This design comes from an exercise in tuning for small area, a short achievable clock period and few clock cycles per item on the open sky130 flow, not from production work. In this exercise RTL edits were held to simulation tests only and were not proved equivalent to the original.

== Q ==
==> flow/design.v (excerpt) <==
module aes_block_cipher (
  input  logic                      clk_i,
  input  logic                      rst_ni,
  input  logic                      in_valid_i,
  output logic                      in_stall_o,
  input  logic [128:0]              in_data_i,    
  output logic                      out_valid_o,
  input  logic                      out_stall_i,
  output logic [127:0]              out_data_o,   
  input  logic                      psel,
  input  logic                      penable,
  input  logic                      pwrite,
  input  logic [aes_pkg::PaddrW-1:0] paddr,
  input  logic [63:0]               pwdata,
  output logic [63:0]               prdata,
  output logic                      pready
);
Size in the first run: ~12000 cells after synthesis, about 1600 flip-flops, ~400 I/O pins, ~110000 um^2 of cells after synthesis.
==> flow/config.mk <==
export PLATFORM = sky130hd
export DESIGN_NAME = aes_block_cipher
export DESIGN_NICKNAME = aes_block_cipher
export VERILOG_FILES = /design/flow/design.v
export SDC_FILE = /design/flow/constraint.sdc
export NUM_CORES = 8
export LEC_CHECK = 0
export CAP_MARGIN = 20
export CORE_MARGIN = 2
export CORE_UTILIZATION = 40
export PLACE_DENSITY = 0.5
export SETUP_SLACK_MARGIN = 4.5
export SLEW_MARGIN = 20
==> flow/constraint.sdc <==
create_clock -name core_clock -period 10.0 [get_ports {clk_i}]
set_input_delay 2.0000 -clock core_clock [delete_from_list [all_inputs] [get_ports {clk_i}]]
set_output_delay 2.0000 -clock core_clock [all_outputs]
set_load 0.01 [all_outputs]
standard.sh (not shown) runs the stock make flow with config.mk's settings and CLKGATE_MAP_FILE= SYNTH_SCRIPT=/design/flow/synth_recipe.tcl, a recipe that flattens the netlist after the stock synthesis.
==> flow/flow/run.sh <==
#!/bin/bash
# Own layout flow: the standard flow (standard.sh) unchanged, except that the synthesis's
# ABC technology-mapping step runs flow/abc.script (area-recovering &nf mapping) in place of
# ORFS's abc_speed.script. Registers are mapped before ABC runs, so they are the standard ones.
set -euo pipefail
here=$(pwd)
cat > "$here/own_synth.tcl" <<TCL
# replace the -script argument of every abc call with this flow's mapping script
proc abc {args} {
  set i [lsearch -exact \$args -script]
  if {\$i >= 0} { set args [lreplace \$args [expr {\$i + 1}] [expr {\$i + 1}] $here/flow/abc.script] }
  yosys abc {*}\$args
}
source $here/synth_recipe.tcl
TCL
sed "s#SYNTH_SCRIPT=[^ ]*#SYNTH_SCRIPT=$here/own_synth.tcl#" standard.sh > own_standard.sh
bash own_standard.sh > "$here/flow.log" 2>&1
==> flow/flow/abc.script <==
&get -n
&st
&dch
&nf -R 1000
&put
topo
stime -c
buffer -c
upsize -c
dnsize -c
Testbench counts of Q, summed over its fixed seeds: cycles 17,529, blocks 1,280.
## Diff of input files: T against Q
--- a/flow/design.v
+++ b/flow/design.v
@@ -238,44 +238,55 @@
   always_ff @(posedge clk_i or negedge rst_ni)
     if (!rst_ni) skey_q <= '0;
     else         skey_q <= f_sel(key_nx_i, 2'd0, mode_nx_i == aes_pkg::KeyMode128,
                                  mode_nx_i == aes_pkg::KeyMode192);
   logic [31:0] k_in, k_sw;
   assign k_in = spec_i ? skey_q : sin2_q;
   assign k_sw = aes_pkg::sub_word(k_in);
   logic        f_rot, f_t0, f_t2, b_rot, b_t0, b_t2;
   logic [1:0]  b_ph, f_ph, ph_n;
   logic [7:0]  b_rc, f_rc, rc_n;
-  logic [31:0] tf, tb, u;
+  logic [31:0] tf, tb;
   logic [31:0] s [8];
   logic [31:0] n0, n1, n2, n3, o0, o1, o2, o3;
   logic [255:0] w_n;
   logic [31:0]  sin_n;
   always_comb begin
     for (int j = 0; j < 8; j++) s[j] = wd(k1_q, j);
     f_rot = nk4 || (nk6 && ph1_q != 2'd2) || (nk8 && ph1_q == 2'd0);
     f_t0  = nk4 || nk8 || (nk6 && ph1_q == 2'd0);
     f_t2  = nk6 && ph1_q == 2'd1;
     f_rc  = f_rot ? aes_pkg::xtime(rc1_q) : rc1_q;
     f_ph  = nk6 ? ((ph1_q == 2'd2) ? 2'd0 : ph1_q + 2'd1) : {1'b0, !ph1_q[0]};
     b_ph  = ph_back(ph1_q, nk6);
     b_rot = nk4 || (nk6 && b_ph != 2'd2) || (nk8 && b_ph == 2'd0);
     b_t0  = nk4 || nk8 || (nk6 && b_ph == 2'd0);
     b_t2  = nk6 && b_ph == 2'd1;
     b_rc  = b_rot ? aes_pkg::xtime_inv(rc1_q) : rc1_q;
     tf = f_rot ? {t1_q[23:0], t1_q[31:24]} ^ {rc1_q, 24'h0} : t1_q;
     tb = b_rot ? {t1_q[23:0], t1_q[31:24]} ^ {b_rc, 24'h0} : t1_q;
-    u  = f_t0 ? tf : s[5];
-    n0 = s[0] ^ u;
-    n1 = (s[0] ^ s[1]) ^ u;
-    n2 = f_t2 ? (s[2] ^ tf) : ((s[0] ^ s[1] ^ s[2]) ^ u);
-    n3 = f_t2 ? ((s[2] ^ s[3]) ^ tf) : ((s[0] ^ s[1] ^ s[2] ^ s[3]) ^ u);
+    if (f_t2) begin
+      n0 = s[0] ^ s[5];
+      n1 = s[0] ^ s[1] ^ s[5];
+      n2 = s[2] ^ tf;
+      n3 = (s[2] ^ s[3]) ^ tf;
+    end else if (f_t0) begin
+      n0 = s[0] ^ tf;
+      n1 = (s[0] ^ s[1]) ^ tf;
+      n2 = (s[0] ^ s[1] ^ s[2]) ^ tf;
+      n3 = (s[0] ^ s[1] ^ s[2] ^ s[3]) ^ tf;
+    end else begin
+      n0 = s[0] ^ s[5];
+      n1 = s[0] ^ s[1] ^ s[5];
+      n2 = s[0] ^ s[1] ^ s[2] ^ s[5];
+      n3 = s[0] ^ s[1] ^ s[2] ^ s[3] ^ s[5];
+    end
     if (nk4) begin
       o3 = s[3] ^ s[2];
       o2 = s[2] ^ s[1];
       o1 = s[1] ^ s[0];
       o0 = s[0] ^ tb;
     end else if (nk6) begin
       o3 = s[5] ^ s[4];
       o2 = s[4] ^ (b_t2 ? tb : s[3]);
       o1 = s[3] ^ s[2];
       o0 = s[2] ^ (b_t0 ? tb : s[1]);
## What came out
- Summary: with Q as the reference, placed wire-length estimate in T moved up by a few percent.
- Final-layout worst hold slack: T vs Q — no meaningful difference
- Going from Q to T, routed wire length now sits higher, die span in x higher.
- Per the comparison of T with Q, final weighted congestion in routability-driven placement moved down; simple-gate portion of the synthesized area now sits at about the same level; post-route clock period utilization held.
- Row cell count after placement: T higher / Q lower
Testbench counts of T, summed over its fixed seeds: cycles 17,529, blocks 1,280.

==> afterwards: timing with drivers on the ports <==
The results above use ideal ports. As a check the final layouts listed here were re-extracted and re-timed, cells and wires unchanged.
Step 1: set_driving_cell puts a clkbuf_16 on clk_i and a buf_2 on each other input, an assumption about the parent block.
Step 2, shift: input delay + t, output delay - t, t = (earliest + latest rising clock arrival at the registers) / 2. This alone moves slack from input paths to output paths.
Slacks: no drivers / after step 1 / after step 2; pairs: no drivers / after step 1.
run	shift t [ns]	setup slack, ns	worst setup path at the end	latest minus earliest clock arrival (ns)	slew at the worst register clock pin (ns)
Q	0.964	4.472 / 4.445 / 3.750	input to register	0.105 / 0.105	0.07 / 0.07
T	0.984	4.457 / 4.429 / 3.650	input to register	0.087 / 0.088	0.07 / 0.07
After both steps every run listed still meets setup and hold. For T, which loses most, drivers alone change the setup slack by -0.028 ns; drivers and shift together by -0.807 ns.
